Source: an optimization exercise on an open RTL-to-GDS flow (aim: small area). Production flows keep margins and buffers that such runs may drop. In this exercise RTL edits were held to simulation tests only and were not proved equivalent to the original. Power is estimated from default activity; no workload was simulated.

==> design.v <==
`timescale 1ns/100ps
package game_pkg;
    typedef enum logic [2:0] {
        PH_REST,
        PH_INIT,
        PH_DEPLOY,
        PH_PLACE,
        PH_HURT,
        PH_PURSE,
        PH_INCOME,
        PH_FINISH
    } phase_t;
    typedef logic [14:0] money_t;
    typedef logic [2:0]  level_t;
    localparam int     NUM_LEVELS = 8;
    localparam level_t MAX_LEVEL  = level_t'(NUM_LEVELS - 1);
    localparam int     CD_W       = 5;   
    function automatic money_t UPGRADE_PRICE(input level_t lv);
        case (lv)
            3'd0:    UPGRADE_PRICE = 15'd50;
            3'd1:    UPGRADE_PRICE = 15'd100;
            3'd2:    UPGRADE_PRICE = 15'd150;
            3'd3:    UPGRADE_PRICE = 15'd200;
            3'd4:    UPGRADE_PRICE = 15'd300;
            3'd5:    UPGRADE_PRICE = 15'd400;
            3'd6:    UPGRADE_PRICE = 15'd500;
            default: UPGRADE_PRICE = 15'd0;
        endcase
    endfunction
    function automatic money_t MONEY_CAP(input level_t lv);
        case (lv)
            3'd0:    MONEY_CAP = 15'd200;
            3'd1:    MONEY_CAP = 15'd400;
            3'd2:    MONEY_CAP = 15'd600;
            3'd3:    MONEY_CAP = 15'd800;
            3'd4:    MONEY_CAP = 15'd1200;
            3'd5:    MONEY_CAP = 15'd1600;
            3'd6:    MONEY_CAP = 15'd2000;
            default: MONEY_CAP = 15'd2500;
        endcase
    endfunction
    function automatic logic [2:0] INCOME(input level_t lv);
        case (lv)
            3'd0:    INCOME = 3'd1;
            3'd1:    INCOME = 3'd2;
            3'd2:    INCOME = 3'd2;
            3'd3:    INCOME = 3'd3;
            3'd4:    INCOME = 3'd4;
            default: INCOME = 3'd5;
        endcase
    endfunction
endpackage
`timescale 1ns/100ps
package unit_pkg;
    typedef enum logic [1:0] {
        KILLER_BIRD,
        WHITE_BEAR,
        METAL_DUCK,
        BLACK_BEAR
    } unit_type_t;
    typedef logic [11:0] hp_t;
    function automatic game_pkg::money_t UNIT_COST(input logic [1:0] t);
        case (t)
            2'd0:    UNIT_COST = 15'd10;
            2'd1:    UNIT_COST = 15'd25;
            2'd2:    UNIT_COST = 15'd40;
            default: UNIT_COST = 15'd60;
        endcase
    endfunction
    function automatic hp_t UNIT_HP(input logic [1:0] t);
        case (t)
            2'd0:    UNIT_HP = 12'd100;
            2'd1:    UNIT_HP = 12'd300;
            2'd2:    UNIT_HP = 12'd200;
            default: UNIT_HP = 12'd500;
        endcase
    endfunction
endpackage
`timescale 1ns/100ps
module game_engine #(
    parameter int NUM_SLOTS = 8
) (
    input  logic                    clk_25MHz,
    input  logic                    rst,
    input  logic                    playing,
    input  logic                    game_init,
    input  logic                    frame_tick,
    input  logic [3:0]              deploy_press,
    input  logic                    upgrade_press,
    input  logic                    hit_valid,
    input  logic [2:0]              hit_slot,
    input  logic [11:0]             hit_amount,
    output logic [14:0]             money,
    output logic [2:0]              purse_level,
    output logic                    able_to_upgrade,
    output logic [3:0]              cd_busy,
    output logic [NUM_SLOTS-1:0]    army_alive,
    output logic [2*NUM_SLOTS-1:0]  army_type,
    output logic [12*NUM_SLOTS-1:0] army_hp
);
    localparam logic [2:0] PH_REST   = 3'd0;
    localparam logic [2:0] PH_INIT   = 3'd1;
    localparam logic [2:0] PH_DEPLOY = 3'd2;
    localparam logic [2:0] PH_PLACE  = 3'd3;
    localparam logic [2:0] PH_HURT   = 3'd4;
    localparam logic [2:0] PH_PURSE  = 3'd5;
    localparam logic [2:0] PH_INCOME = 3'd6;
    localparam logic [2:0] PH_FINISH = 3'd7;
    logic [2:0] phase, phase_nxt;
    always_comb begin
        if (!playing) begin
            phase_nxt = (phase == PH_REST && game_init) ? PH_INIT : PH_REST;
        end else begin
            case (phase)
                PH_REST:   phase_nxt = frame_tick ? PH_DEPLOY : PH_REST;
                PH_DEPLOY: phase_nxt = PH_PLACE;
                PH_PLACE:  phase_nxt = PH_HURT;
                PH_HURT:   phase_nxt = PH_PURSE;
                PH_PURSE:  phase_nxt = PH_INCOME;
                PH_INCOME: phase_nxt = PH_FINISH;
                default:   phase_nxt = PH_REST;
            endcase
        end
    end
    always_ff @(posedge clk_25MHz) begin
        if (rst) phase <= PH_REST;
        else     phase <= phase_nxt;
    end
    wire ph_init   = (phase == PH_INIT);
    wire ph_deploy = (phase == PH_DEPLOY);
    wire ph_place  = (phase == PH_PLACE);
    wire ph_hurt   = (phase == PH_HURT);
    wire ph_purse  = (phase == PH_PURSE);
    wire ph_income = (phase == PH_INCOME);
    wire ph_finish = (phase == PH_FINISH);
    wire clr       = rst | ph_init;
    logic [11:0] m;
    logic [2:0]  level;
    logic        ureq;
    logic [11:0] cost;    
    logic [11:0] price;
    logic [11:0] cap;
    logic [2:0]  inc;
    always_comb begin
        case (level)
            3'd0: begin price = 12'd50;  cap = 12'd200;  inc = 3'd1; end
            3'd1: begin price = 12'd100; cap = 12'd400;  inc = 3'd2; end
            3'd2: begin price = 12'd150; cap = 12'd600;  inc = 3'd2; end
            3'd3: begin price = 12'd200; cap = 12'd800;  inc = 3'd3; end
            3'd4: begin price = 12'd300; cap = 12'd1200; inc = 3'd4; end
            3'd5: begin price = 12'd400; cap = 12'd1600; inc = 3'd5; end
            3'd6: begin price = 12'd500; cap = 12'd2000; inc = 3'd5; end
            default: begin price = 12'd0; cap = 12'd2500; inc = 3'd5; end
        endcase
    end
    logic able;
    always_comb begin
        case (level)
            3'd0: able = m[7] | m[6] | (m[5] & m[4] & (m[3] | m[2] | m[1]));                           
            3'd1: able = m[8] | m[7] | (m[6] & m[5] & (m[4] | m[3] | m[2]));                           
            3'd2: able = m[9] | m[8] | (m[7] & (m[6] | m[5] | (m[4] & (m[3] | (m[2] & m[1])))));       
            3'd3: able = m[9] | m[8] | (m[7] & m[6] & (m[5] | m[4] | m[3]));                           
            3'd4: able = m[10] | m[9] | (m[8] & (m[7] | m[6] | (m[5] & (m[4] | (m[3] & m[2])))));     
            3'd5: able = m[10] | m[9] | (m[8] & m[7] & (m[6] | m[5] | m[4]));                          
            3'd6: able = m[10] | m[9] | (m[8] & m[7] & m[6] & m[5] & m[4] & (m[3] | m[2]));           
            default: able = 1'b0;                                                                      
        endcase
    end
    logic over;
    always_comb begin
        case (level)
            3'd0: over = m[7] & m[6] & m[3];
            3'd1: over = m[8] & m[7] & (m[4] | (m[3] & m[2] & m[1] & m[0]));
            3'd2: over = m[9] & m[6] & m[4] & (m[3] | (m[2] & m[1] & m[0]));
            3'd3: over = m[9] & m[8] & (m[5] | (m[4] & m[3] & m[2] & m[1]));
            3'd4: over = m[10] & m[7] & m[5] & (m[4] | (m[3] & m[2] & (m[1] | m[0])));
            3'd5: over = m[10] & m[9] & (m[6] | (m[5] & m[4] & m[3] & m[2]));
            3'd6: over = m[10] & m[9] & m[8] & m[7] & m[6] & (m[4] | (m[3] & m[2]));
            default: over = m[11] & m[8] & m[7] & m[6];
        endcase
    end
    logic [11:0] addend;
    always_comb begin
        if (ph_deploy)     addend = ~cost;
        else if (ph_purse) addend = ~price;
        else if (over)     addend = {9'd0, cap[2:0] - m[2:0]};
        else               addend = {9'd0, inc};
    end
    logic [12:0] m_sum;
    always_comb begin
        logic c;
        c = ph_deploy | ph_purse;
        for (int k = 0; k < 12; k++) begin
            m_sum[k] = m[k] ^ addend[k] ^ c;
            c = (m[k] & addend[k]) | (m[k] & c) | (addend[k] & c);
        end
        m_sum[12] = c;
    end
    wire        m_ge  = m_sum[12];    
    wire [11:0] m_new = m_sum[11:0];
    wire upgrade_go = ph_purse && ureq && able;
    logic [3:0] req;
    logic [4:0] cd [4];
    logic [1:0] pick;
    logic       any_req;
    logic       spawn;
    logic       roster_full;
    always_comb begin
        any_req = |req;
        if (req[0])      pick = 2'd0;
        else if (req[1]) pick = 2'd1;
        else if (req[2]) pick = 2'd2;
        else if (req[3]) pick = 2'd3;
        else             pick = 2'd0;
        case (pick)
            2'd0: cost = 12'd10;
            2'd1: cost = 12'd25;
            2'd2: cost = 12'd40;
            default: cost = 12'd60;
        endcase
    end
    wire deploy_go = ph_deploy && any_req && !roster_full && m_ge;
    always_ff @(posedge clk_25MHz) begin
        if (clr) begin
            req <= '0;
            for (int b = 0; b < 4; b++) cd[b] <= '0;
        end else begin
            for (int b = 0; b < 4; b++) begin
                if (ph_deploy) req[b] <= 1'b0;
                else if (deploy_press[b] && !cd_busy[b]) req[b] <= 1'b1;
                if (deploy_go && pick == 2'(b)) cd[b] <= 5'd1;
                else if (ph_finish)
                    cd[b] <= {cd[b][3:0], (cd[b][4] ^ cd[b][2]) & (|cd[b][3:0])};
            end
        end
    end
    always_comb begin
        for (int b = 0; b < 4; b++) cd_busy[b] = (cd[b] != '0);
    end
    always_ff @(posedge clk_25MHz) begin
        spawn <= deploy_go;
    end
    always_ff @(posedge clk_25MHz) begin
        if (clr) begin
            m     <= '0;
            level <= '0;
            ureq  <= 1'b0;
        end else begin
            if (ph_purse) ureq <= 1'b0;
            else if (upgrade_press) ureq <= 1'b1;
            if (upgrade_go) level <= level + 3'd1;
            if (deploy_go || upgrade_go || ph_income) m <= m_new;
        end
    end
    assign money           = {3'b000, m};
    assign purse_level     = level;
    assign able_to_upgrade = able;
    logic [7:0]      alive;
    logic [1:0]      utype [8];
    logic [8:0]      hp    [8];
    logic [8:0]      rem   [8];
    assign roster_full = &alive;
    logic [7:0] free_sel;
    always_comb begin
        for (int i = 0; i < 8; i++) free_sel[i] = ~alive[i] & (&(alive | ~((8'd1 << i) - 8'd1)));
    end
    wire       spawn_place = spawn & ph_place;
    logic [8:0] hp_new;
    always_comb begin
        case (pick)
            2'd0: hp_new = 9'd100;
            2'd1: hp_new = 9'd300;
            2'd2: hp_new = 9'd200;
            default: hp_new = 9'd500;
        endcase
    end
    wire [8:0]  rem_sel = rem[hit_slot];
    logic [8:0] rem_dif;
    logic       rem_ok;      
    always_comb begin
        logic c;             
        c = 1'b1;
        for (int k = 0; k < 9; k++) begin
            rem_dif[k] = rem_sel[k] ^ ~hit_amount[k] ^ c;
            c = (rem_sel[k] & ~hit_amount[k]) | (rem_sel[k] & c) | (~hit_amount[k] & c);
        end
        rem_ok = c & ~|hit_amount[11:9];
    end
    wire [8:0]  rem_hit = rem_ok ? rem_dif : 9'd0;
    always_ff @(posedge clk_25MHz) begin
        for (int i = 0; i < 8; i++) begin
            if (!alive[i]) begin
                if (ph_deploy) rem[i] <= hp_new;
            end
            else if (hit_valid && hit_slot == 3'(i)) rem[i] <= rem_hit;
            if (clr) begin
                alive[i] <= 1'b0;
                utype[i] <= '0;
                hp[i]    <= '0;
            end else if (spawn_place && free_sel[i]) begin
                alive[i] <= 1'b1;
                utype[i] <= {rem[i][7], rem[i][8]};
                hp[i]    <= rem[i];
            end else if (ph_hurt && alive[i]) begin
                if (rem[i] == '0) alive[i] <= 1'b0;
                else hp[i] <= rem[i];
            end
        end
    end
    always_comb begin
        for (int i = 0; i < 8; i++) begin
            army_alive[i]          = alive[i];
            army_type[2*i +: 2]    = utype[i];
            army_hp[12*i +: 12]    = {3'b000, hp[i]};
        end
    end
endmodule
==> flow/run.sh <==
#!/bin/bash
# Layout flow: the standard synthesis, then the combinational logic is
# re-mapped for area by ABC (amap) (registers, ports and their names are kept), then
# the standard layout from floorplan on. Ports are buffered with buf_1 and
# the clock tree is built without dummy loads.
set -euo pipefail
HERE=$(pwd)
FLOWDIR=$HERE/flow
RES=$HERE/orfs/results/$FLOW_PLATFORM/game_engine/base
YOSYS=$(command -v yosys || echo "$FLOW_HOME/../tools/install/yosys/bin/yosys")
LIB=$FLOW_HOME/platforms/$FLOW_PLATFORM/lib/sky130_fd_sc_hd__tt_025C_1v80.lib

export BUFFER_PORTS_ARGS="-buffer_cell sky130_fd_sc_hd__buf_1"
export CTS_ARGS="-sink_clustering_enable -repair_clock_nets -dont_use_dummy_load -buf_list sky130_fd_sc_hd__clkbuf_8 -sink_clustering_size 15 -sink_clustering_max_diameter 150"

# 1. standard synthesis
bash standard.sh "$RES/1_2_yosys.v" > standard_synth.log 2>&1

# 2. area re-mapping of the combinational logic
cp "$RES/1_2_yosys.v" "$HERE/synth_standard.v"
# the combinational cells' functions, as Verilog modules
"$YOSYS" -q -p "read_liberty -ignore_miss_func $LIB; delete sky130_fd_sc_hd__df* sky130_fd_sc_hd__edf* sky130_fd_sc_hd__sdf* sky130_fd_sc_hd__sedf* sky130_fd_sc_hd__dl* sky130_fd_sc_hd__conb_1 sky130_fd_sc_hd__lpflow* sky130_fd_sc_hd__probe*; write_verilog -noattr $HERE/comb_cells.v" > "$HERE/comb_cells.log" 2>&1
DONT=$(grep -o 'cell *( *"\?sky130_fd_sc_hd__\(lpflow\|probe\)[a-z0-9_]*' "$LIB" | sed 's/.*(\s*"\?//' | sort -u | sed 's/^/-dont_use /' | tr '\n' ' ')
sed -e "s#@LIB@#$LIB#g" -e "s#@IN@#$HERE/synth_standard.v#" -e "s#@OUT@#$HERE/synth_remapped.v#" \
    -e "s#@SCRIPT@#$FLOWDIR/remap.abc#" -e "s#@COMB@#$HERE/comb_cells.v#" -e "s#@DONT@#$DONT#" "$FLOWDIR/remap.ys" > "$HERE/remap_run.ys"
"$YOSYS" -s "$HERE/remap_run.ys" > "$HERE/remap.log" 2>&1
cp "$HERE/synth_remapped.v" "$RES/1_2_yosys.v"
touch "$RES/1_2_yosys.v"

# 3. the rest of the standard layout
bash standard.sh > standard_layout.log 2>&1
==> flow/remap.abc <==
strash
dch -f
amap -F 10 -A 10
topo
==> flow/remap.ys <==
# Registers and tie cells stay library cells; every combinational cell is
# turned back into plain logic and mapped again by ABC for area.
read_liberty -lib @LIB@
read_verilog @IN@
hierarchy -check -top game_engine
techmap -map @COMB@
techmap
rename -hide w:* o:* %d i:* %d
opt -purge
check -assert
abc -liberty @LIB@ -script @SCRIPT@ @DONT@
opt_clean -purge
setundef -zero
splitnets
opt_clean -purge
hilomap -singleton -hicell sky130_fd_sc_hd__conb_1 HI -locell sky130_fd_sc_hd__conb_1 LO
insbuf -buf sky130_fd_sc_hd__buf_4 A X
check -assert
stat -liberty @LIB@
write_verilog -noattr -nohex -nodec @OUT@
==> standard.sh <==
#!/bin/bash
# synth_recipe.tcl (not shown) runs the flow's synth.tcl, then flattens the netlist and writes it again
# the make line also repeats each setting of config.mk as NAME=value (left out here)
make -C /OpenROAD-flow-scripts/flow DESIGN_CONFIG=/design/flow/config.mk WORK_HOME=/design/flow/orfs CLKGATE_MAP_FILE= SYNTH_SCRIPT=/design/flow/synth_recipe.tcl "${@:-finish}"
==> config.mk <==
export PLATFORM = sky130hd
export DESIGN_NAME = game_engine
export DESIGN_NICKNAME = game_engine
export VERILOG_FILES = /design/flow/design.v
export SDC_FILE = /design/flow/constraint.sdc
export NUM_CORES = 4
export LEC_CHECK = 0
export ABC_AREA = 1
export CAP_MARGIN = 20
export CORE_MARGIN = 2
export CORE_UTILIZATION = 40
export SLEW_MARGIN = 20
==> constraint.sdc <==
create_clock -name core_clock -period 10.0 [get_ports {clk_25MHz}]
set_input_delay 2.0000 -clock core_clock [delete_from_list [all_inputs] [get_ports {clk_25MHz}]]
set_output_delay 2.0000 -clock core_clock [all_outputs]
set_load 0.01 [all_outputs]
==> results of run 1 <==
-- layout make-up --
type | count | area, sq um
repair buffers | 155 | 634
well taps | 319 | 399
diodes | 1 | 2.50
multi-input cells | 734 | 4040
flip-flops and latches | 212 | 4960
fillers | 2366 | 12600
clock buffers | 18 | 248
inverters | 94 | 353
-- worst min path at each step --
stage,start,to,slack (ps),depth (start not counted)
after floorplan,phase[0],ureq,470,1
after global placement,utype[3][0],utype[3][0],480,2
after detailed placement,utype[2][1],utype[2][1],480,2
after CTS,utype[2][1],utype[2][1],510,2
after global routing,hp[7][1],hp[7][1],540,2
final,utype[2][1],utype[2][1],500,2
-- per-stage QoR --
step	worst slack, ps	utilization [%]	instance area (sq um)
final	2660	45.8	10600
after global routing	1860	45.7	10600
after CTS	2770	45.7	10600
after detailed placement	2260	44.7	10400
after global placement	2450	44.7	10400
after floorplan	264	-	9500
-- per-layer routing --
metal,up-vias,global-route usage [%],part of all wire [%]
met1,4247,34.0,43
met5,-,0,0.067
met3,59,3.96,7.9
met4,4,6.71,2.6
li1,4274,-,-
met2,419,40.1,46
-- report_power, final --
part	switching [mW]	total (mW)	internal (mW)
registers	0.0143	0.922	0.907
clock network	0.280	0.442	0.162
logic	0.0929	0.130	0.0369
total	0.387	1.49	1.11
-- registers in the layout (all words and copies together), names as in the netlist --
signal and flops:
phase 3, alive 8, level 3, m 12
ureq 1, cd 20, rem 72, req 4
spawn 1, utype 16, hp 72
-- worst max-delay path, delay by kind of cell --
kind | cells | cell delay, ps
and+or+nand+nor | 10 | 2730
AOI/OAI and AO/OA | 11 | 2350
buffers and inverters | 4 | 650
==> out/qor.csv, run 1 <==
stage;metric;value;unit
logic_synthesis;ys.warnings.count;5;
critical_path;timing.rr.end;cd[2][0];
cells_and_area;num-nets-final;1241;
global_routing;grt_pass1_wl;47100;um
floorplanning;die_w;157;um
place;portBuffers;141;
drt;drc;0;
pwr;p_per_area;140;nW/um^2
sta;worst-slew-pin-transition;1020;ps
cts;numCtsBuffers;18;
drt;wl_per_cell;20.4;um
critical_path;crit_arrival;7730;ps
critical_path;start_kind;primary input;
sta;finalMaxSlewViolations;0;
logic_synthesis;avgSynthCellArea;9.04;sq um
place;place_inst;1514;
cells_and_area;final_cells;1533;
floorplanning;die_h;157;um
floorplanning;rows;56;
critical_path;cp_max_fo;12;
cts;cts_tree;built;
cts;cts.sinks;212;
pwr;power_leakage;3.33;nW
critical_path;critPathMaxStageDelay;910;ps
critical_path;r2r_setup_slack;2950;ps
drt;num_vias;9003;
drt;antenna_left;0;
global_routing;overflow;0;
hold_path;hold_path.class;flop to flop;
logic_synthesis;synthCells;1040;
critical_path;critPathLaunch;hit_slot[2];
floorplanning;start_util;40.4;%
sta;setup_viol;0;
cts;cts_resized;0;
outcome;status;complete, no violations;
cts;clk-insertion-delay-late;530;ps
global_routing;grt_pass1_vias;8218;
cts;ctsHtreeMaxLevel;1;
drt;wirelength;31300;um
cells_and_area;final_cell_mix;nor2_1 (191), o22ai_1 (150), buf_1 (141);
sta;fmax;136;MHz
cts;clk_pin_slew;90;ps
floorplanning;core;23300;sq um
cells_and_area;syn_to_final_growth;13.2;%
sta;fin_setup_tns;0;ps
cts;cts.path.max_buffers;3;
critical_path;critPathKind;primary input to flop;
drt;viasPerCell;5.87;
global_routing;grt_use_total;24.6;%
critical_path;reg2regPathDepth;34;
sta;fin_worst_skew;68.1;ps
sta;relSlewSlack;31.5;%
critical_path;rr_startpoint;level[1];
cts;hold_buffers;0;
place;gp_congestion;0.913;
critical_path;cp-endpoint;rem[4][3];
place;hpwl;22500;um
pwr;power.total;1.49;mW
critical_path;crit_slowest_cell;nor3_1;
cells_and_area;drive_above_1_share;3.30;%
global_routing;antenna_found_initial;3;
floorplanning;dieArea;24700;sq um
run;drv_cap;0;
global_routing;grt_max_degree;81;
sta;finalHoldViolCount;0;
drt;drt-initial-drc-count;925;
critical_path;crit_top_cell;nand2_1;
cells_and_area;final_common_cell;nor2_1;
drt;drt_pass1_iterations;5;
floorplanning;ioPinCount;169;
sta;min_period;7340;ps
pwr;ir_drop;0.0848;mV
critical_path;crit_required;10390;ps
sta;rsz0062_at_grt;no;
cts;cts_setup_buffers;0;
cts;clockRootBuffer;clkbuf_8;
logic_synthesis;syn_area;9400;sq um
sta;finalCritPeriodShare;73.4;%
sta;whs;501;ps
critical_path;cp-end-kind;flop;
==> run 2: changes to the inputs <==
--- a/flow/run.sh
+++ b/flow/run.sh
@@ -27,5 +27,6 @@
 cp "$HERE/synth_remapped.v" "$RES/1_2_yosys.v"
 touch "$RES/1_2_yosys.v"
 
-# 3. the rest of the standard layout
+# 3. the rest of the standard layout; repairs may only use the small buffers
+export DONT_USE_CELLS="sky130_fd_sc_hd__buf_4 sky130_fd_sc_hd__buf_6 sky130_fd_sc_hd__buf_8 sky130_fd_sc_hd__buf_12 sky130_fd_sc_hd__buf_16"
 bash standard.sh > standard_layout.log 2>&1
==> out/qor.csv, run 2 <==
stage;metric;value;unit;change
critical_path;start_kind;primary input;;
pwr;seq_power_share;61.7;%;about the same
pwr;switching_share;25.9;%;unchanged
drt;wirelength;31300;um;unchanged
critical_path;crit_arrival;7730;ps;about the same
logic_synthesis;avgSynthCellArea;9.04;sq um;unchanged
sta;fmax;136;MHz;unchanged
global_routing;grt_max_degree;81;;unchanged
sta;worst-slew-pin-transition;1020;ps;unchanged
floorplanning;core;23300;sq um;unchanged
cells_and_area;syn_to_final_growth;13.2;%;unchanged
pwr;p_int;1.11;mW;unchanged
place;hpwl;22500;um;unchanged
cells_and_area;final_common_cell;nor2_1;;
sta;finalMaxSlewViolations;0;;unchanged
cts;numCtsBuffers;18;;unchanged
floorplanning;die_h;157;um;unchanged
sta;rsz0062_at_grt;no;;
floorplanning;rows;56;;unchanged
global_routing;grt_pass1_vias;8218;;unchanged
drt;antenna_left;0;;unchanged
sta;setup_viol;0;;unchanged
critical_path;critPathMaxStageDelay;910;ps;about the same
logic_synthesis;synthCells;1040;;unchanged
critical_path;crit_slowest_cell;nor3_1;;
logic_synthesis;syn_area;9400;sq um;unchanged
critical_path;cp_max_fo;12;;unchanged
pwr;power_frac_comb;8.7;%;about the same
pwr;ir_drop;0.0848;mV;unchanged
global_routing;overflow;0;;unchanged
cts;cts_setup_buffers;0;;unchanged
sta;whs;501;ps;unchanged
sta;min_period;7340;ps;unchanged
cts;clk_pin_slew;90;ps;about the same
cells_and_area;final_cell_mix;nor2_1 (191), o22ai_1 (150), buf_1 (141);;
hold_path;hold_path.class;flop to flop;;
cts;clk-insertion-delay-late;530;ps;about the same
critical_path;timing.rr.end;cd[2][0];;
drt;drt_pass1_iterations;5;;unchanged
cells_and_area;final_cells;1533;;unchanged
critical_path;crit_top_cell;nand2_1;;
critical_path;critical_path.top_delay_family;simple AND/OR/NAND/NOR gates;;
drt;num_vias;9003;;unchanged
run;drv_cap;0;;unchanged
global_routing;grt_use_total;24.6;%;unchanged
floorplanning;dieArea;24700;sq um;unchanged
drt;wl_per_cell;20.4;um;unchanged
sta;finalHoldViolCount;0;;unchanged
critical_path;crit_required;10390;ps;about the same
outcome;status;complete, no violations;;
critical_path;cp-end-kind;flop;;
place;place_inst;1514;;unchanged
cts;hold_buffers;0;;unchanged
critical_path;reg2regPathDepth;34;;unchanged
cts;cts.path.max_buffers;3;;unchanged
cts;cts.sinks;212;;unchanged
drt;viasPerCell;5.87;;unchanged
pwr;pwr-share-clk;29.6;%;about the same
cells_and_area;reg_top3;hp x72, rem x72, cd x20;;
cts;cts_tree;built;;
floorplanning;die_w;157;um;unchanged
sta;finalCritPeriodShare;73.4;%;unchanged
global_routing;grt_pass1_wl;47100;um;unchanged
floorplanning;ioPinCount;169;;unchanged
place;gp_congestion;0.913;;unchanged
cts;clockRootBuffer;clkbuf_8;;
cts;cts_resized;0;;unchanged
cells_and_area;drive_above_1_share;3.30;%;unchanged
cts;ctsHtreeMaxLevel;1;;unchanged
hold_path;hold_path_depth;2;;unchanged
global_routing;antenna_found_initial;3;;unchanged
sta;fin_setup_tns;0;ps;unchanged
critical_path;r2r_setup_slack;2950;ps;about the same
cells_and_area;final_area;10600;sq um;unchanged
pwr;power_leakage;3.33;nW;unchanged
pwr;switchingPower;387;uW;unchanged
place;portBuffers;141;;unchanged
place;placed_area;10400;sq um;unchanged
logic_synthesis;ys.warnings.count;5;;unchanged
critical_path;rr_startpoint;level[1];;
sta;fin_worst_skew;68.1;ps;unchanged
floorplanning;start_util;40.4;%;unchanged
critical_path;crit_buf_inv;4;;unchanged
drt;drt-initial-drc-count;925;;unchanged
hold_path;hold_path_end;utype[2][1];;
cells_and_area;nFillCells;2366;;unchanged
cells_and_area;num-nets-final;1241;;unchanged
critical_path;critPathKind;primary input to flop;;
hold_path;hp-start;utype[2][1];;
drt;drc;0;;unchanged
pwr;p_per_area;140;nW/um^2;unchanged
sta;relSlewSlack;31.5;%;unchanged
run 2: cell counts in the layout (fill, tap and decap cells not counted):
Identical to the previous run, type by type.
run 2: layout make-up:
cell class | instances | area (sq um) | share of cell area, %
Antenna cell | 1 | 2.50 | 0.0235
Clock buffer | 18 | 248 | 2.33
Inverter | 94 | 353 | 3.32
Multi-Input combinational cell | 734 | 4040 | 38.0
Sequential cell | 212 | 4960 | 46.6
Tap cell | 319 | 399 | 3.75
Timing Repair Buffer | 155 | 634 | 5.96
run 2: power groups by stage:
stage               clock network [mW]  registers [mW]  logic, mW
CTS                              0.455           0.921      0.128
floorplan                            0           0.933     0.0889
global placement                     0           0.941      0.126
finish                           0.442           0.922      0.130
global route                     0.476           0.923      0.143
detailed placement                   0           0.941      0.127
run 2: routing by layer:
| layer | vias up | part of all wire [%] | GRT usage [%] |
|---|---|---|---|
| met3 | 59 | 7.9 | 3.96 |
| met4 | 4 | 2.6 | 6.71 |
| met2 | 419 | 46 | 40.1 |
| li1 | 4274 | - | - |
| met5 | - | 0.067 | 0 |
| met1 | 4247 | 43 | 34.0 |
run 2: worst max path at each step:
stage | slack [ps] | cells past startpoint | to | from
final | 2660 | 25 | rem[4][3] | hit_slot[2]
after global routing | 1860 | 30 | cd[0][2] | level[2]
after CTS | 2770 | 25 | rem[4][3] | hit_slot[2]
after detailed placement | 2260 | 25 | rem[4][3] | hit_slot[2]
after global placement | 2450 | 25 | rem[5][5] | hit_slot[2]
after floorplan | 260 | 4 | alive[5] | phase[0]
run 2: per-stage QoR:
step           power, mW  utilization [%]  setup slack [ps]
4_1_cts             1.50             45.7              2770
2_1_floorplan       1.02                -               264
5_1_grt             1.54             45.7              1860
3_5_place_dp        1.07             44.7              2260
3_3_place_gp        1.07             44.7              2450
6_report            1.49             45.8              2660
run 2: tightest hold or removal path, stage by stage (launching register included):
cell     delay, ps
dfxtp_1        340
a22oi_1         60
nor2_1          70
==> run 3: changes to the inputs <==
--- a/flow/run.sh
+++ b/flow/run.sh
@@ -11,7 +11,7 @@
 LIB=$FLOW_HOME/platforms/$FLOW_PLATFORM/lib/sky130_fd_sc_hd__tt_025C_1v80.lib
 
 export BUFFER_PORTS_ARGS="-buffer_cell sky130_fd_sc_hd__buf_1"
-export CTS_ARGS="-sink_clustering_enable -repair_clock_nets -dont_use_dummy_load -buf_list sky130_fd_sc_hd__clkbuf_8 -sink_clustering_size 15 -sink_clustering_max_diameter 150"
+export CTS_ARGS="-sink_clustering_enable -repair_clock_nets -dont_use_dummy_load -buf_list sky130_fd_sc_hd__clkbuf_8 -root_buf sky130_fd_sc_hd__clkbuf_4 -tree_buf sky130_fd_sc_hd__clkbuf_4 -sink_clustering_size 15 -sink_clustering_max_diameter 150"
 
 # 1. standard synthesis
 bash standard.sh "$RES/1_2_yosys.v" > standard_synth.log 2>&1
@@ -27,6 +27,5 @@
 cp "$HERE/synth_remapped.v" "$RES/1_2_yosys.v"
 touch "$RES/1_2_yosys.v"
 
-# 3. the rest of the standard layout; repairs may only use the small buffers
-export DONT_USE_CELLS="sky130_fd_sc_hd__buf_4 sky130_fd_sc_hd__buf_6 sky130_fd_sc_hd__buf_8 sky130_fd_sc_hd__buf_12 sky130_fd_sc_hd__buf_16"
+# 3. the rest of the standard layout
 bash standard.sh > standard_layout.log 2>&1
==> out/qor.csv, run 3 <==
stage;metric;value;unit;change
outcome;status;complete, no violations;;
logic_synthesis;syn_area;9400;sq um;unchanged
sta;finalCritPeriodShare;72.0;%;-1.4 points
critical_path;rr_startpoint;level[2];;
floorplanning;rows;56;;unchanged
cts;hold_buffers;0;;unchanged
floorplanning;start_util;40.4;%;unchanged
critical_path;cp-end-kind;flop;;
sta;worst-slew-pin-transition;1050;ps;+33.4 ps
cells_and_area;drive_above_1_share;3.30;%;unchanged
floorplanning;core;23300;sq um;unchanged
critical_path;crit_buf_inv;4;;unchanged
floorplanning;dieArea;24700;sq um;unchanged
cells_and_area;final_area;10600;sq um;-0.15%
cts;cts_tree;built;;
drt;wirelength;31300;um;-0.15%
sta;min_period;7200;ps;-137 ps
sta;finalHoldViolCount;0;;unchanged
pwr;ir_drop;0.0847;mV;-0.20%
sta;fin_worst_skew;68.1;ps;+0.0747 ps
drt;drt_pass1_iterations;7;;+2
critical_path;start_kind;primary input;;
pwr;power_leakage;3.32;nW;-0.23%
critical_path;cp_max_fo;12;;unchanged
critical_path;critPathLaunch;hit_slot[2];;
cts;numCtsBuffers;18;;unchanged
critical_path;crit_arrival;7710;ps;-20 ps
sta;fmax;139;MHz;+1.9%
floorplanning;ioPinCount;169;;unchanged
run;drv_cap;0;;unchanged
cts;cts.path.max_buffers;3;;unchanged
critical_path;r2r_setup_slack;3010;ps;+60 ps
global_routing;grt_use_total;24.6;%;about the same
place;portBuffers;141;;unchanged
cells_and_area;nFillCells;2372;;+0.25%
floorplanning;die_h;157;um;unchanged
drt;wl_per_cell;20.4;um;-0.22%
logic_synthesis;avgSynthCellArea;9.04;sq um;unchanged
logic_synthesis;synthCells;1040;;unchanged
sta;rsz0062_at_grt;no;;
cells_and_area;reg_top3;hp x72, rem x72, cd x20;;
cts;clk_pin_slew;100;ps;about the same
critical_path;critPathMaxStageDelay;940;ps;+30 ps
place;hpwl;22500;um;unchanged
drt;num_vias;8959;;-0.49%
critical_path;crit_top_cell;nand2_1;;
cells_and_area;num-nets-final;1241;;unchanged
hold_path;hp-start;utype[2][1];;
logic_synthesis;ys.warnings.count;5;;unchanged
global_routing;overflow;0;;unchanged
pwr;p_per_area;139;nW/um^2;-1.0%
critical_path;crit_slowest_cell;nor3_1;;
drt;antenna_left;0;;unchanged
critical_path;critical_path.top_delay_family;simple AND/OR/NAND/NOR gates;;
cts;cts_setup_buffers;0;;unchanged
drt;drc;0;;unchanged
cells_and_area;utilization;45.7;%;-0.070 points
place;gp_congestion;0.913;;unchanged
global_routing;grt_pass1_wl;47000;um;-0.31%
global_routing;grt_max_degree;81;;unchanged
sta;relSlewSlack;29.2;%;-2.2 points
cells_and_area;final_cell_mix;nor2_1 (191), o22ai_1 (150), buf_1 (141);;
sta;setup_viol;0;;unchanged
cts;clk-insertion-delay-late;640;ps;+110 ps
drt;drt-initial-drc-count;924;;-0.11%
place;placed_area;10400;sq um;unchanged
floorplanning;die_w;157;um;unchanged
sta;fin_setup_tns;0;ps;unchanged
cts;ctsHtreeMaxLevel;1;;unchanged
critical_path;crit_required;10500;ps;+110 ps
cells_and_area;syn_to_final_growth;13.1;%;
cts;cts.sinks;212;;unchanged
cells_and_area;final_common_cell;nor2_1;;
cts;clockRootBuffer;clkbuf_4;;
global_routing;antenna_found_initial;4;;+1
hold_path;hold_path.class;flop to flop;;
critical_path;critPathKind;primary input to flop;;
drt;viasPerCell;5.84;;-0.55%
cts;cts_resized;0;;unchanged
global_routing;grt_pass1_vias;8243;;+0.30%
sta;finalMaxSlewViolations;0;;unchanged
## run 3: worst reg2reg max path, delay by kind of cell, from the launching register on
kind | cells | cell delay (ps)
compound gates | 14 | 2850
simple gates | 15 | 2820
buf+inv | 3 | 720
flops | 1 | 510
## run 3: metrics by stage
| step | cells | hold slack (ps) | setup slack (ps) | power [mW] |
|---|---|---|---|---|
| final | 1534 | 501 | 2800 | 1.48 |
| after CTS | 1532 | 509 | 2890 | 1.49 |
| after floorplan | 1066 | 475 | 264 | 1.02 |
| after global routing | 1533 | 543 | 1860 | 1.53 |
| after global placement | 1514 | 479 | 2450 | 1.07 |
| after detailed placement | 1514 | 484 | 2260 | 1.07 |
## run 3: final timing paths
check | end | cells after the start
max | rem[4][3] | 25
min | utype[2][1] | 2
max reg2reg | cd[2][0] | 32
min reg2reg | utype[2][1] | 2
## run 3: power by group
| group | total [mW] | switching, mW | internal [mW] |
|---|---|---|---|
| Combinational | 0.130 | 0.0931 | 0.0369 |
| Clock | 0.425 | 0.278 | 0.147 |
| Sequential | 0.922 | 0.0144 | 0.907 |
## run 3: routing by layer
metal | part of all wire, % | vias to the layer above | global-route usage, %
met5 | 0.067 | - | 0
met4 | 3.6 | 4 | 8.35
met3 | 8.2 | 78 | 4.82
met2 | 45 | 417 | 39.3
met1 | 43 | 4177 | 33.5
li1 | - | 4283 | -
## run 3: final cells by class
cell class / count / area, sq um / share of cell area (%)
Clock buffer: 18 / 229 / 2.15
Timing Repair Buffer: 155 / 634 / 5.97
Inverter: 94 / 353 / 3.32
Tap cell: 319 / 399 / 3.76
Multi-Input combinational cell: 734 / 4040 / 38.0
Antenna cell: 2 / 5.00 / 0.0471
Sequential cell: 212 / 4960 / 46.7
==> run 4: changes to the inputs <==
--- a/flow/run.sh
+++ b/flow/run.sh
@@ -2,7 +2,7 @@
 # Layout flow: the standard synthesis, then the combinational logic is
 # re-mapped for area by ABC (amap) (registers, ports and their names are kept), then
 # the standard layout from floorplan on. Ports are buffered with buf_1 and
-# the clock tree is built without dummy loads.
+# the clock tree is built without dummy loads (clkbuf_8 leaves, clkbuf_4 above them).
 set -euo pipefail
 HERE=$(pwd)
 FLOWDIR=$HERE/flow
==> out/qor.csv, run 4 <==
stage;metric;value;unit;change
hold_path;hold_path_depth;2;;unchanged
sta;fmax;139;MHz;unchanged
global_routing;use_met1;33.5;%;unchanged
place;gp_congestion;0.913;;unchanged
floorplanning;ioPinCount;169;;unchanged
global_routing;grt_max_degree;81;;unchanged
drt;viasPerCell;5.84;;unchanged
cts;cts_resized;0;;unchanged
global_routing;grt_pass1_wl;47000;um;unchanged
run;drv_cap;0;;unchanged
pwr;seq_power_share;62.4;%;about the same
pwr;p_per_area;139;nW/um^2;unchanged
logic_synthesis;synthCells;1040;;unchanged
critical_path;crit_required;10500;ps;about the same
cells_and_area;num-nets-final;1241;;unchanged
cts;numCtsBuffers;18;;unchanged
sta;relSlewSlack;29.2;%;unchanged
drt;wl_per_cell;20.4;um;unchanged
sta;finalHoldViolCount;0;;unchanged
sta;finalCritPeriodShare;72.0;%;unchanged
sta;fin_worst_skew;68.1;ps;unchanged
outcome;status;complete, no violations;;
cells_and_area;nFillCells;2372;;unchanged
pwr;pwr-share-clk;28.8;%;about the same
global_routing;use_met2;39.3;%;unchanged
cells_and_area;seqCellArea;4960;sq um;unchanged
critical_path;critPathKind;primary input to flop;;
floorplanning;die_h;157;um;unchanged
cells_and_area;multi_input_area;4040;sq um;unchanged
cells_and_area;final_cell_mix;nor2_1 (191), o22ai_1 (150), buf_1 (141);;
cells_and_area;utilization;45.7;%;unchanged
pwr;switching_share;26.1;%;unchanged
logic_synthesis;syn_area;9400;sq um;unchanged
pwr;ir_drop;0.0847;mV;unchanged
critical_path;crit_arrival;7710;ps;about the same
logic_synthesis;ys.warnings.count;5;;unchanged
cts;ctsHtreeMaxLevel;1;;unchanged
floorplanning;start_util;40.4;%;unchanged
cts;cts.path.max_buffers;3;;unchanged
cts;hold_buffers;0;;unchanged
floorplanning;core;23300;sq um;unchanged
floorplanning;dieArea;24700;sq um;unchanged
critical_path;start_kind;primary input;;
floorplanning;rows;56;;unchanged
place;post-place-ws;2260;ps;unchanged
global_routing;overflow;0;;unchanged
global_routing;antenna_found_initial;4;;unchanged
cts;clk-insertion-delay-late;640;ps;about the same
cts;clk_pin_slew;100;ps;about the same
logic_synthesis;avgSynthCellArea;9.04;sq um;unchanged
cells_and_area;syn_to_final_growth;13.1;%;unchanged
sta;min_period;7200;ps;unchanged
global_routing;gr-usage-met3;4.82;%;unchanged
sta;setup_viol;0;;unchanged
drt;antenna_left;0;;unchanged
pwr;p_int;1.09;mW;unchanged
pwr;power_frac_comb;8.8;%;about the same
sta;fin_setup_tns;0;ps;unchanged
drt;drt_pass1_iterations;7;;unchanged
drt;drt-initial-drc-count;924;;unchanged
drt;drc;0;;unchanged
global_routing;grt.busiest_layer;met2;;
sta;rsz0062_at_grt;no;;
cells_and_area;drive_above_1_share;3.30;%;unchanged
cts;cts.sinks;212;;unchanged
critical_path;cp-end-kind;flop;;
sta;layout_setup_ws;2800;ps;unchanged
critical_path;cp_max_fo;12;;unchanged
place;hpwl;22500;um;unchanged
cts;clockRootBuffer;clkbuf_4;;
global_routing;grt_use_total;24.6;%;unchanged
pwr;switchingPower;385;uW;unchanged
drt;wirelength;31300;um;unchanged
sta;worst-slew-pin-transition;1050;ps;unchanged
hold_path;hold_path.class;flop to flop;;
global_routing;grt_pass1_vias;8243;;unchanged
cells_and_area;final_common_cell;nor2_1;;
cts;cts_setup_buffers;0;;unchanged
cts;cts_tree;built;;
sta;finalMaxSlewViolations;0;;unchanged
critical_path;reg2regPathDepth;32;;unchanged
pwr;power_leakage;3.32;nW;unchanged
cells_and_area;reg_top3;hp x72, rem x72, cd x20;;
drt;num_vias;8959;;unchanged
place;portBuffers;141;;unchanged
floorplanning;die_w;157;um;unchanged
==> run 4: layout make-up <==
cell class	instances	area share (%)
sequential	212	46.7
multi-input combinational	734	38.0
timing repair buffer	155	5.97
clock buffer	18	2.15
inverter	94	3.32
tap	319	3.76
antenna	2	0.0471
==> run 4: power by group through the flow <==
stage	clock network [mW]	logic, mW	registers (mW)
global placement	0	0.126	0.941
global route	0.460	0.143	0.923
detailed placement	0	0.127	0.941
CTS	0.438	0.128	0.921
floorplan	0	0.0889	0.933
finish	0.425	0.130	0.922
==> run 4: per-stage QoR <==
stage | hold WS, ps | cell area [sq um] | total power [mW] | cells
floorplan | 475 | 9500 | 1.02 | 1066
global route | 543 | 10600 | 1.53 | 1533
CTS | 509 | 10600 | 1.49 | 1532
finish | 501 | 10600 | 1.48 | 1534
global placement | 479 | 10400 | 1.07 | 1514
detailed placement | 484 | 10400 | 1.07 | 1514
==> run 4: metal layers <==
metal / wire [um] / vias up
li1: - / 4283
met1: 13500 / 4177
met4: 1140 / 4
met5: 21 / -
met2: 14100 / 417
met3: 2570 / 78
==> run 4: worst max-delay path, cell delays in order <==
cell and delay, ps:
buf_1 220, clkinv_1 330, nor3_1 940, a222oi_1 200, o2111ai_1 250, nand2b_1 200, nand2_1 80, clkinv_1 50
o22ai_1 130, a222oi_1 380, nor2b_1 250, o21bai_1 120, o21ai_0 160, nand2_1 100, o21ai_0 150, nand2_1 100
o21ai_0 150, nand2_1 100, nand2_1 90, clkinv_1 60, o22ai_1 160, nor2b_1 200, o221ai_1 410, nor2_1 650
o22a_1 230
==> run 4: worst paths after layout <==
path	slack [ps]	from	end
min reg2reg	500	utype[2][1]	utype[2][1]
max	2800	hit_slot[2]	rem[4][3]
max reg2reg	3010	level[2]	cd[2][0]
min	500	utype[2][1]	utype[2][1]

[afterwards: timing with drivers on the ports]
In the flow no input, the clock included, has a driving cell. The finished layouts below were timed again as built, in two steps. Step 1: set_driving_cell puts a clkbuf_16 on clk_25MHz and a buf_2 on each other input, an assumption about the parent block. Step 2 also shifts input and output timing later by t, the mid clock arrival at the registers, as if the neighbouring blocks saw the same clock. Three values: ideal ports, drivers, drivers and shift; two values: the first two.
run	shift t [ns]	setup WS [ns]	hold slack, ns	worst setup path at the end
run 1	0.539	2.658 / 2.658 / 2.119	0.501 / 0.501 / 0.501	input to register
run 2	0.539	2.658 / 2.658 / 2.119	0.501 / 0.501 / 0.501	input to register
run 3	0.642	2.795 / 2.790 / 2.148	0.501 / 0.501 / 0.501	input to register
run 4	0.642	2.795 / 2.790 / 2.148	0.501 / 0.501 / 0.501	input to register
After both steps every run listed still meets setup and hold.
